Source: an optimization exercise on an open RTL-to-GDS flow (aim: small area). Production flows keep margins and buffers that such runs may drop.
In this exercise RTL edits were held to simulation tests only and were not proved equivalent to the original.
Power is estimated from default activity; no workload was simulated.

File: flow/flow/run.sh
#!/bin/bash
# Layout: the standard flow (standard.sh) with two changes made through
# ORFS variables:
#  - REMOVE_ABC_BUFFERS=1: the floorplan step deletes the buffers ABC put on
#    high-fanout nets, so the resizer rebuilds those trees after placement
#    (with GPL_TIMING_DRIVEN 0 in config.mk, global placement would otherwise
#    keep them);
#  - CTS_ARGS: the standard CTS arguments with config.mk's clustering and
#    buffer settings, plus -dont_use_dummy_load, so CTS adds no balancing
#    dummy cells.
# Each tool's log stays under orfs/logs; make's own output goes to make.log.
set -euo pipefail
cd "$(dirname "$0")/.."
export REMOVE_ABC_BUFFERS=1
export CTS_ARGS="-sink_clustering_enable -repair_clock_nets -sink_clustering_size 20 -sink_clustering_max_diameter 60 -buf_list sky130_fd_sc_hd__clkbuf_8 -dont_use_dummy_load"
bash standard.sh finish > make.log 2>&1
File: flow/standard.sh
#!/bin/bash
# synth_recipe.tcl (not shown) runs the flow's synth.tcl, then flattens the netlist and writes it again
# the make line also repeats each setting of config.mk as NAME=value (left out here)
make -C /OpenROAD-flow-scripts/flow DESIGN_CONFIG=/design/flow/config.mk WORK_HOME=/design/flow/orfs CLKGATE_MAP_FILE= SYNTH_SCRIPT=/design/flow/synth_recipe.tcl "${@:-finish}"
File: flow/config.mk
export PLATFORM = sky130hd
export DESIGN_NAME = r4_sdf_stage
export DESIGN_NICKNAME = r4_sdf_stage
export VERILOG_FILES = /design/flow/design.v
export SDC_FILE = /design/flow/constraint.sdc
export NUM_CORES = 4
export LEC_CHECK = 0
export CAP_MARGIN = 5
export CORE_MARGIN = 2
export CORE_UTILIZATION = 65
export CTS_BUF_LIST = sky130_fd_sc_hd__clkbuf_8
export CTS_CLUSTER_DIAMETER = 60
export CTS_CLUSTER_SIZE = 20
export GPL_TIMING_DRIVEN = 0
export PLACE_DENSITY = 0.75
export SETUP_SLACK_MARGIN = 0.05
export SLEW_MARGIN = 5
File: flow/constraint.sdc
create_clock -name core_clock -period 5.0 [get_ports {clk}]
set_input_delay 1.0000 -clock core_clock [delete_from_list [all_inputs] [get_ports {clk}]]
set_output_delay 1.0000 -clock core_clock [all_outputs]
set_load 0.01 [all_outputs]
File: flow/design.v
`timescale 1ns/1ps
module sdf_delay_line #(
	parameter int depth = 64,
	parameter int width = 32
) (
	input  logic             clk,
	input  logic             en_i,
	input  logic             hold_i,
	input  logic [width-1:0] data_i,
	output logic [width-1:0] data_o
);
	logic [width-1:0] sr [depth];
	logic [width-1:0] src [depth];
	assign src[0] = data_i;
	for (genvar i = 1; i < depth; i++) begin : g_src
		assign src[i] = sr[i-1];
	end
	always_ff @(posedge clk) begin
		for (int i = 0; i < depth; i++) begin
			sr[i] <= ~((src[i] | {width{hold_i}}) & (sr[i] | {width{en_i}}));
		end
	end
	assign data_o = sr[depth-1];
endmodule
`timescale 1ns/1ps
module r4_seq_ctl #(
	parameter int fft_points = 256
) (
	input  logic       clk,
	input  logic       rst_n,
	input  logic       advance_i,
	output logic [1:0] phase_o,
	output logic       primed_o,
	output logic       flip_o
);
	localparam int cnt_w = $clog2(fft_points);
	localparam logic [1:0] compute = 2'd3;
	logic [cnt_w-1:0] cnt;
	logic             primed;
	logic             flip;
	always_ff @(posedge clk) begin
		if (!rst_n) begin
			cnt <= '0;
		end else if (advance_i) begin
			cnt <= cnt + 1'b1;
		end
	end
	assign phase_o = cnt[cnt_w-1 -: 2];
	always_ff @(posedge clk) begin
		if (!rst_n) begin
			primed <= 1'b0;
		end else if (phase_o == compute) begin
			primed <= 1'b1;
		end
	end
	always_ff @(posedge clk) begin
		if (!rst_n) begin
			flip <= 1'b0;
		end else begin
			flip <= !flip;
		end
	end
	assign primed_o = primed;
	assign flip_o   = flip;
endmodule
`timescale 1ns/1ps
module r4_butterfly #(
	parameter int sample_w = 16
) (
	input  logic [2*sample_w-1:0] a_i,
	input  logic [2*sample_w-1:0] b_i,
	input  logic [2*sample_w-1:0] c_i,
	input  logic [2*sample_w-1:0] d_i,
	input  logic                  flip_i,
	output logic [2*sample_w-1:0] x0_o,
	output logic [2*sample_w-1:0] x1_o,
	output logic [2*sample_w-1:0] x2_o,
	output logic [2*sample_w-1:0] x3_o
);
	localparam int w1 = sample_w + 1;
	localparam int w2 = sample_w + 2;
	logic [w1-1:0] ar, ai, br, bi, cr, ci, dr, di;
	logic [w1-1:0] pr, pi, mr, mi, qr, qi, rr, ri;
	logic [w2-1:0] s0_re, s0_im, s1_re, s1_im, s2_re, s2_im, s3_re, s3_im;
	logic [w1-1:0] f1;
	logic [w2-1:0] f2;
	logic [w2-1:0] nf2;
	assign ar = {a_i[2*sample_w-1], a_i[2*sample_w-1:sample_w]};
	assign ai = {a_i[sample_w-1], a_i[sample_w-1:0]};
	assign br = {b_i[2*sample_w-1], b_i[2*sample_w-1:sample_w]};
	assign bi = {b_i[sample_w-1], b_i[sample_w-1:0]};
	assign cr = {c_i[2*sample_w-1], c_i[2*sample_w-1:sample_w]};
	assign ci = {c_i[sample_w-1], c_i[sample_w-1:0]};
	assign dr = {d_i[2*sample_w-1], d_i[2*sample_w-1:sample_w]};
	assign di = {d_i[sample_w-1], d_i[sample_w-1:0]};
	assign f1  = {{(w1-1){1'b0}}, flip_i};
	assign f2  = {{(w2-1){1'b0}}, flip_i};
	assign nf2 = {{(w2-1){1'b0}}, !flip_i};
	assign pr = ar + cr + f1;
	assign pi = ai + ci + f1;
	assign qr = br + dr + f1;
	assign qi = bi + di + f1;
	assign mr = ar + ~cr + {{(w1-1){1'b0}}, !flip_i};
	assign mi = ai + ~ci + {{(w1-1){1'b0}}, !flip_i};
	assign rr = br - dr;
	assign ri = bi - di;
	assign s0_re = {pr[w1-1], pr} + {qr[w1-1], qr} + f2;
	assign s0_im = {pi[w1-1], pi} + {qi[w1-1], qi} + f2;
	assign s2_re = {pr[w1-1], pr} + ~{qr[w1-1], qr} + nf2;
	assign s2_im = {pi[w1-1], pi} + ~{qi[w1-1], qi} + nf2;
	assign s1_re = {mr[w1-1], mr} + {ri[w1-1], ri};
	assign s1_im = {mi[w1-1], mi} - {rr[w1-1], rr};
	assign s3_re = {mr[w1-1], mr} - {ri[w1-1], ri};
	assign s3_im = {mi[w1-1], mi} + {rr[w1-1], rr};
	assign x0_o = {s0_re[w2-1:2], s0_im[w2-1:2]};
	assign x1_o = {s1_re[w2-1:2], s1_im[w2-1:2]};
	assign x2_o = {s2_re[w2-1:2], s2_im[w2-1:2]};
	assign x3_o = {s3_re[w2-1:2], s3_im[w2-1:2]};
endmodule
`timescale 1ns/1ps
module r4_sdf_stage #(
	parameter int fft_points = 256,
	parameter int sample_w   = 16
) (
	input  logic                  clk,
	input  logic                  rst_n,
	input  logic                  in_valid_i,
	input  logic [2*sample_w-1:0] in_data_i,
	output logic                  in_ready_o,
	output logic                  out_valid_o,
	output logic [2*sample_w-1:0] out_data_o,
	input  logic                  out_ready_i
);
	localparam int depth = fft_points / 4;
	localparam int cw    = 2 * sample_w;
	localparam logic [1:0] compute = 2'd3;
	logic          advance;
	logic [1:0]    phase;
	logic          primed;
	logic          flip;
	logic          is_compute;
	logic          line_en;
	logic          line_hold;
	logic [cw-1:0] seg_d [3];
	logic [cw-1:0] seg_q [3];
	logic [cw-1:0] in_s;
	logic [cw-1:0] x0;
	logic [cw-1:0] x1;
	logic [cw-1:0] x2;
	logic [cw-1:0] x3;
	logic [cw-1:0] out_data_q;
	logic          out_flip_q;
	logic          out_valid_q;
	assign in_ready_o = !out_valid_q || out_ready_i;
	assign advance    = in_valid_i && in_ready_o;
	r4_seq_ctl #(
		.fft_points(fft_points)
	) u_seq_ctl (
		.clk(clk),
		.rst_n(rst_n),
		.advance_i(advance),
		.phase_o(phase),
		.primed_o(primed),
		.flip_o(flip)
	);
	assign is_compute = (phase == compute);
	assign line_en   = advance || !rst_n;
	assign line_hold = !advance || !rst_n;
	assign in_s     = in_data_i ^ {cw{flip}};
	assign seg_d[0] = is_compute ? x3 : in_s;
	assign seg_d[1] = is_compute ? x2 : seg_q[0];
	assign seg_d[2] = is_compute ? x1 : seg_q[1];
	for (genvar i = 0; i < 3; i++) begin : g_seg
		sdf_delay_line #(
			.depth(depth),
			.width(cw)
		) u_seg (
			.clk(clk),
			.en_i(line_en),
			.hold_i(line_hold),
			.data_i(seg_d[i]),
			.data_o(seg_q[i])
		);
	end
	r4_butterfly #(
		.sample_w(sample_w)
	) u_butterfly (
		.a_i(seg_q[2]),
		.b_i(seg_q[1]),
		.c_i(seg_q[0]),
		.d_i(in_s),
		.flip_i(flip),
		.x0_o(x0),
		.x1_o(x1),
		.x2_o(x2),
		.x3_o(x3)
	);
	always_ff @(posedge clk) begin
		if (advance) begin
			out_data_q <= is_compute ? x0 : seg_q[2];
			out_flip_q <= flip;
		end
	end
	always_ff @(posedge clk) begin
		if (!rst_n) begin
			out_valid_q <= 1'b0;
		end else if (advance) begin
			out_valid_q <= primed || is_compute;
		end else if (out_ready_i) begin
			out_valid_q <= 1'b0;
		end
	end
	assign out_valid_o = out_valid_q;
	assign out_data_o  = out_data_q ^ {cw{out_flip_q}};
endmodule
==> metrics.csv, run 1 <==
metric;value;unit
drv.max_cap_violation_count;0;
endpoints_failing_setup;0;
met1_track_demand_over_resource;32.1;%
via_count;115000;
post-layout-total-power;91500;µW
die-area;283000;µm²
critPathCaptureType;register;
slowest_stage;clkdlybuf4s50_1;
critical_path_arrival;5730;ps
yosys.area.top_type_share;68.0;%
path_buf_inv;2;
post-dp-hpwl;206;mm
grt.total_usage;22.4;%
detail_route.wirelength;332;mm
finish.cell_count_without_fillers;18500;
clock_path_buffers;4;
commonest_cells_in_the_synthesized_netlist;dfxtp_1 (6155), o22ai_1 (6071), clkbuf_1 (1403), ha_1 (262), inv_1 (224);
area.growth.synth_to_final;6.01;%
row_count;193;
first_iter_violations;7233;
port_buffers;69;
cts_tree;done;
finalHoldViolCount;0;
globalRoute.busiestLayer;met2;
synth.avg_cell_area;11.6;µm²
cts_max_level;5;
powerDensity;477;nW/µm²
cts_hold_buffers;0;
grt_use_met2;36.3;%
placeableCoreArea;277000;µm²
placedCellCount;18100;
post-route-drc-count;0;
grt_use_met3;2.16;%
end_point_of_the_most_critical_hold_path;g_seg[2].u_seg.sr[1][11];
maxClockFrequency;0.207;GHz
worst-setup-path-type;in -> reg;
routed_len_inst;17.9;µm
max-slew-margin-rel;27.1;%
min_path_type;reg -> reg;
synth_top_cells_by_area;dfxtp_1 (68%), o22ai_1 (21%), clkbuf_1 (2.9%), ha_1 (1.8%), xnor2_1 (0.86%);
number_of_global_route_vias_before_repair;108000;
timing.final.max_slew_violations;0;
min-delay-start;g_seg[2].u_seg.sr[0][11];
synth_seq_cells;6188;
yosysUniqueCellTypes;92;
post_synth_inst_count;15600;
r2r_cells;20;
post-route-period-util;96.8;%
grt_first_pass_wirelength;547;mm
finish.instance_area;192000;µm²
part_of_the_yosys_area_used_for_sequential_elements;68.6;%
fin_worst_skew;149;ps
placement.cell_area;185000;µm²
cts-root-buf;clkbuf_8;
min_delay_path_depth;1;
design.portCount;70;
die-height;532;µm
worstSkewPairLatency;1120;ps
worst-r2r-setup-slack;210;ps
cts.sink_count;6188;
initial_utilization;65.4;%
post-synth-top-count-cell;dfxtp_1;
outcome;finished clean;
globalRoute.totalOverflow;0;
layout.filler_cells;20100;
data_required_time_at_the_worst_endpoint;5890;ps
cp_top_family;compound AO/OA/AOI/OAI gates;
routed_via_density;6.22;
drtPass1Iterations;5;
final_antenna_net_count;0;
layout_cell_share_with_drive_strength_beyond_1;5.06;%
timing.final.crit_period;4840;ps
cellLeakagePower;0.0735;µW
netlist_area_before_placement;181000;µm²
synthDominantAreaCellType;dfxtp_1;
critical_path.startpoint_type;input pin;
path_cells;clkdlybuf4s50_1 > xor2_4 > ha_2 > inv_1 > fa_2 > nor2b_1 > o21a_1 > o21ai_2 > a21oi_2 > a21bo_2 > a2111oi_4 > xnor2_2 > ha_4 > or4_4 > o311a_4 > o211ai_1 > nand2_1 > a221o_1;
clkSlewWorstSetupHoldPaths;110;ps
synth_enable_flop_cells;33;
chipWidth;532;µm
fin_nets;15100;
ir_drop;0.000350;V
transition_time_at_the_pin_with_the_least_slew_margin;1090;ps
yosys_most_used_dff;dfxtp_1;
grt_start_max_net_pins;105;
cpPeakStageDelay;640;ps
r2r_start;u_seq_ctl.flip;
antenna_violations_before_repair;11;
postSynth.asyncResetShare;0;%
tritoncts.num_buffers;366;
unrepaired_setup_endpoints_after_global_routing;true;
synth_warnings;8;
routabilityCongestion;0.856;
capturing_point_of_the_worst_reg2reg_path;g_seg[2].u_seg.sr[0][13];
crit_path_max_fanout;7;
-- registers in the layout (all words and copies together), names as in the netlist --
name / cells
g_seg.u_seg.sr: 6144
out_data_q: 32
out_flip_q: 1
out_valid_q: 1
u_seq_ctl.cnt: 8
u_seq_ctl.flip: 1
u_seq_ctl.primed: 1
-- worst max path at each step --
| stage | depth (start not counted) | endpoint | slack (ps) | start |
|---|---|---|---|---|
| final | 18 | g_seg[0].u_seg.sr[0][29] | 160 | in_data_i[0] |
| after global routing | 20 | g_seg[2].u_seg.sr[0][13] | -60 | u_seq_ctl.flip |
| after CTS | 19 | out_data_q[30] | 10 | u_seq_ctl.flip |
| after detailed placement | 19 | g_seg[1].u_seg.sr[21][12] | -3040 | out_ready_i |
| after global placement | 8 | g_seg[2].u_seg.sr[0][11] | -197530 | out_ready_i |
| after floorplan | 7 | g_seg[2].u_seg.sr[0][11] | -117430 | out_ready_i |
-- stage by stage --
| stage | util [%] | hold WS (ps) | setup TNS [ps] | setup slack, ps |
|---|---|---|---|---|
| 5_1_grt | 69.4 | 363 | -57.9 | -57.9 |
| 6_report | 69.4 | 343 | 0 | 162 |
| 3_5_place_dp | 66.9 | 421 | -4681770 | -3040 |
| 4_1_cts | 69.1 | 351 | 0 | 14.2 |
| 3_3_place_gp | 65.4 | 417 | - | -197530 |
| 2_1_floorplan | - | 403 | - | -117430 |
-- layer usage --
| layer | up-vias | part of all wire, % |
|---|---|---|
| met4 | 0 | 2.8 |
| li1 | 58500 | - |
| met3 | 488 | 2.5 |
| met1 | 55000 | 48 |
| met2 | 1219 | 46 |
| met5 | - | 0 |
-- logic make-up (layout without fill, tap and decap cells) --
kind of cell | count (synthesis) | count (layout) | synth area share, %
other | 0 | 2 | 0
buffers and inverters | 1667 | 865 | 3.47
and+or+nand+nor | 543 | 547 | 1.42
AOI/OAI and AO/OA | 6657 | 6657 | 23.2
adders and majority gates | 274 | 274 | 1.94
DFF | 6188 | 6188 | 68.6
muxes | 6 | 6 | 0.0415
xor gates and xnor gates | 279 | 279 | 1.35
-- layout make-up --
type | instances | area, µm² | area share [%]
antenna | 2 | 5.00 | 0.00261
clock buffer | 366 | 5040 | 2.62
inverter | 226 | 853 | 0.445
multi-input combinational | 7763 | 51500 | 26.8
sequential | 6188 | 124000 | 64.7
tap | 3705 | 4640 | 2.41
timing repair buffer | 273 | 5700 | 2.97
-- report_power, final --
part	total, µW	internal, µW	switching, µW
clock network	20200	6610	13600
registers	57700	54700	2990
logic	13600	6070	7550
total	91500	67400	24100
-- placed cells by master (no fill, tap or decap), drive strengths merged, types with 12 or more instances in the layout --
| cell type | instances |
|---|---|
| buf | 189 |
| ha | 262 |
| dfxtp | 6155 |
| nor2b | 26 |
| o21a | 15 |
| a31oi | 26 |
| o21ai | 115 |
| clkdlybuf4s50 | 66 |
| nand3 | 35 |
| xnor2 | 177 |
| a2111oi | 14 |
| edfxtp | 33 |
| and3 | 21 |
| bufbuf | 15 |
| xor2 | 102 |
| o221ai | 12 |
| or3 | 27 |
| fa | 12 |
| a21o | 22 |
| nand2b | 26 |
| a21oi | 169 |
| o31ai | 28 |
| inv | 226 |
| o21bai | 36 |
| nand2 | 138 |
| o211ai | 12 |
| nor3 | 57 |
| clkbuf | 367 |
| nor2 | 174 |
| a211oi | 63 |
| o22ai | 6071 |
-- repair_timing --
item	CTS	global route
endpoints found under the hold margin	0	0
buffers inserted	16	14
gates resized for setup	58	95
endpoints found under the setup margin	1721	160
cloned	20	1
pin swaps	11	23
==> inputs of run 2 (changes only) <==
--- a/flow/config.mk
+++ b/flow/config.mk
@@ -5,7 +5,7 @@
 export SDC_FILE = /design/flow/constraint.sdc
 export NUM_CORES = 4
 export LEC_CHECK = 0
-export CAP_MARGIN = 5
+export CAP_MARGIN = 0
 export CORE_MARGIN = 2
 export CORE_UTILIZATION = 65
 export CTS_BUF_LIST = sky130_fd_sc_hd__clkbuf_8
@@ -14,4 +14,4 @@
 export GPL_TIMING_DRIVEN = 0
 export PLACE_DENSITY = 0.75
 export SETUP_SLACK_MARGIN = 0.05
-export SLEW_MARGIN = 5
+export SLEW_MARGIN = 0
==> run 2 against run 1 <==
  * Maximum frequency is 0.21% lower
  * Final cell count hardly changed
  * Sequential cell count stayed put
  * Largest cell class unchanged
  * Highest routed layer is now met5
  * Final area hardly changed
  * First-iteration DRC count is 1.1% lower
  * Hold slack worse by 30 ps
  * Wire length is 0.14% higher
  * Non-clock buffer count is 1 higher
==> metrics.csv, run 2 <==
metric;value;unit;change
outcome;finished clean;;
synthDominantAreaCellType;dfxtp_1;;
first_iter_violations;7156;;-1.1%
netlist_area_before_placement;181000;µm²;unchanged
critical_path.startpoint_type;input pin;;
drtPass1Iterations;6;;+1
synth_enable_flop_cells;33;;unchanged
antenna_violations_before_repair;11;;unchanged
row_count;193;;unchanged
post_synth_inst_count;15600;;unchanged
timing.final.max_slew_violations;0;;unchanged
largest_reg_flops;6144;;unchanged
post-synth-top-count-cell;dfxtp_1;;
number_of_global_route_vias_before_repair;108000;;+0.21%
post-layout-total-power;91600;µW;about the same
unrepaired_setup_endpoints_after_global_routing;true;;
post-route-period-util;97.0;%;+0.20 points
critical_path_arrival;5630;ps;-100 ps
cellLeakagePower;0.0736;µW;about the same
critPathCaptureType;register;;
clkSlewWorstSetupHoldPaths;110;ps;about the same
max-slew-margin-rel;25.7;%;-1.4 points
yosys.area.top_type_share;68.0;%;unchanged
path_buf_inv;2;;unchanged
yosys_most_used_dff;dfxtp_1;;
routed_via_density;6.23;;about the same
synth_warnings;8;;unchanged
final_antenna_net_count;0;;unchanged
final_critical_path_setup_slack;152;ps;-10.2 ps
die-height;532;µm;unchanged
via_count;115000;;+0.12%
cts_hold_buffers;0;;unchanged
cpPeakStageDelay;610;ps;-30 ps
fin_worst_skew;156;ps;+7.29 ps
design.portCount;70;;unchanged
top_register;g_seg.u_seg.sr;;
routed_len_inst;17.9;µm;+0.12%
tritoncts.num_buffers;369;;+0.82%
endpoints_failing_setup;0;;unchanged
min_path_type;reg -> reg;;
yosysUniqueCellTypes;92;;unchanged
postSynth.asyncResetShare;0;%;unchanged
cts.sink_count;6188;;unchanged
maxClockFrequency;0.206;GHz;-0.21%
part_of_the_yosys_area_used_for_sequential_elements;68.6;%;unchanged
worst-setup-path-type;in -> reg;;
finalHoldViolCount;0;;unchanged
post-route-drc-count;0;;unchanged
crit_path_max_fanout;4;;-3
mostFrequentLayoutCells;dfxtp_1 (6150), o22ai_1 (6071), clkbuf_8 (369);;
grt.total_usage;22.4;%;-0.051 points
die-area;283000;µm²;unchanged
clock_path_buffers;4;;unchanged
place_worst_setup_slack;-2510;ps;+522 ps
cts_tree;done;;
initial_utilization;65.4;%;unchanged
drv.max_cap_violation_count;0;;unchanged
worstSkewPairLatency;1110;ps;about the same
cts-root-buf;clkbuf_8;;
timing.final.crit_period;4850;ps;+10.2 ps
port_buffers;69;;unchanged
post-dp-hpwl;205;mm;-0.30%
ir_drop;0.000377;V;+7.8%
final_common_cell;dfxtp_1;;
synth_top_cells_by_area;dfxtp_1 (68%), o22ai_1 (21%), clkbuf_1 (2.9%), ha_1 (1.8%), xnor2_1 (0.86%);;
synth.avg_cell_area;11.6;µm²;unchanged
synth_seq_cells;6188;;unchanged
slowest_stage;clkdlybuf4s50_1;;
cts_max_level;5;;unchanged
commonest_cells_in_the_synthesized_netlist;dfxtp_1 (6155), o22ai_1 (6071), clkbuf_1 (1403), ha_1 (262), inv_1 (224);;
detail_route.wirelength;332;mm;+0.14%
chipWidth;532;µm;unchanged
timing.critical_path.mode_cell;o21ai_1;;
cp_top_family;compound AO/OA/AOI/OAI gates;;
path_cells;clkdlybuf4s50_1 > xor2_1 > inv_1 > fa_1 > nor2b_1 > o21ai_1 > a21boi_1 > o21ai_2 > a21oi_2 > a21o_1 > a211oi_1 > or3_1 > ha_1 > o21bai_1 > o31a_1 > a2111oi_4 > nor3_1 > xnor2_1 > o21ai_1;;
routabilityCongestion;0.856;;unchanged
largestRegisters;g_seg.u_seg.sr x6144, out_data_q x32, u_seq_ctl.cnt x8;;
fin_nets;15100;;+0.026%
transition_time_at_the_pin_with_the_least_slew_margin;1110;ps;+20.8 ps
grt_start_max_net_pins;108;;+2.9%
layout_cell_share_with_drive_strength_beyond_1;5.00;%;-0.062 points
data_required_time_at_the_worst_endpoint;5780;ps;-110 ps
placeableCoreArea;277000;µm²;unchanged
grt_first_pass_wirelength;546;mm;-0.17%
globalRoute.totalOverflow;0;;unchanged
area.growth.synth_to_final;6.00;%;about the same
powerDensity;477;nW/µm²;about the same
[run 2: cell count changes in the layout (fill, tap and decap cells not counted), sizes merged]
| cell | change |
|---|---|
| diode | +1 |
| buf | -6 |
| bufbuf | -2 |
| dlymetal6s2s | +2 |
| clkbuf | +12 |
| clkdlybuf4s50 | -2 |
[run 2: metal layers]
metal	part of all wire [%]	GRT usage (%)
met2	46	36.1
met4	3.3	7.25
met1	48	31.8
met3	2.5	2.17
met5	0.0033	0
[run 2: path summary, 6_finish.rpt]
check                             from                         to  slack, ps  cells after the start
max reg2reg             u_seq_ctl.flip   g_seg[0].u_seg.sr[0][29]        230                     17
min reg2reg  g_seg[1].u_seg.sr[53][17]  g_seg[1].u_seg.sr[54][17]        310                      1
min          g_seg[1].u_seg.sr[53][17]  g_seg[1].u_seg.sr[54][17]        310                      1
max                      in_data_i[17]             out_data_q[29]        150                     19
[run 2: timing repair]
item                                    4_1_cts  5_1_grt
pin swaps                                    11       23
endpoints found under the setup margin     2328      356
setup buffers                                15       17
gates resized for setup                      60       83
cloned                                       17       10
[run 2: logic make-up (layout without fill, tap and decap cells)]
logic type | Yosys count | after routing | synth area share [%]
xor gates and xnor gates | 279 | 279 | 1.35
AOI/OAI and AO/OA | 6657 | 6657 | 23.2
buffers and inverters | 1667 | 869 | 3.47
muxes | 6 | 6 | 0.0415
adders and majority gates | 274 | 274 | 1.94
and+or+nand+nor | 543 | 547 | 1.42
DFF | 6188 | 6188 | 68.6
other | 0 | 3 | 0
[run 2: area by class of cell]
class,count,area [µm²]
Clock buffer,369,5080
Tap cell,3705,4640
Antenna cell,3,7.51
Sequential cell,6188,124000
Fill cell,20100,84800
Multi-Input combinational cell,7763,51400
Inverter,226,856
Timing Repair Buffer,274,5710
[run 2: per-stage QoR]
stage | std cells | TNS, ps | utilization [%] | hold slack [ps] | instance area [µm²]
after CTS | 18500 | 0 | 69.1 | 307 | 191000
after floorplan | 14200 | - | - | 403 | 176000
after global placement | 17900 | - | 65.4 | 417 | 181000
final | 18500 | 0 | 69.4 | 313 | 192000
after global routing | 18500 | -33.9 | 69.4 | 324 | 192000
after detailed placement | 18100 | -5427770 | 66.9 | 421 | 185000
[run 2: worst reg2reg max path, cell delays in order, from the launching register on]
cell and delay [ps]:
dfxtp_4 390, buf_16 180, buf_6 250, xnor2_2 190, inv_1 70, ha_1 350, or3_1 440, o31ai_4 260
nor4_2 90, o41ai_2 240, buf_4 180, xnor2_1 140, ha_1 360, or4_4 610, o311a_4 340, o211ai_1 170
nand2_1 90, a221o_1 330
[run 2: power by group]
part	switching (µW)	internal, µW
Clock	13600	6660
Sequential	2980	54700
Combinational	7550	6090
Total	24100	67400

==> what the ideal ports hide <==
Ports are ideal in the flow. The routed layouts listed here were re-timed in OpenROAD. Step 1 assumes that a clkbuf_16 drives the clock port and a buf_2 every other input. Step 2 times the ports against the registers' clock, not the clock port: input delays grow and output delays shrink by t, the midpoint of the rising clock arrivals with the driver on. Slacks: ideal ports / drivers / drivers and shift; pairs: ideal ports / drivers.
run	t, ns	slack for setup (ns)	worst setup path after step 2	latest minus earliest clock arrival (ns)	worst slew at a driven data input, ns
run 1	1.137	0.162 / 0.108 / -1.029	input to register	0.153 / 0.153	0.14
run 2	1.123	0.152 / 0.188 / -0.936	input to register	0.165 / 0.165	0.14
With both steps, setup timing fails in run 1 and run 2, where it was met with ideal ports. The setup slack of run 1, which loses most, moves by -0.054 ns with the drivers and by -1.191 ns with both steps.
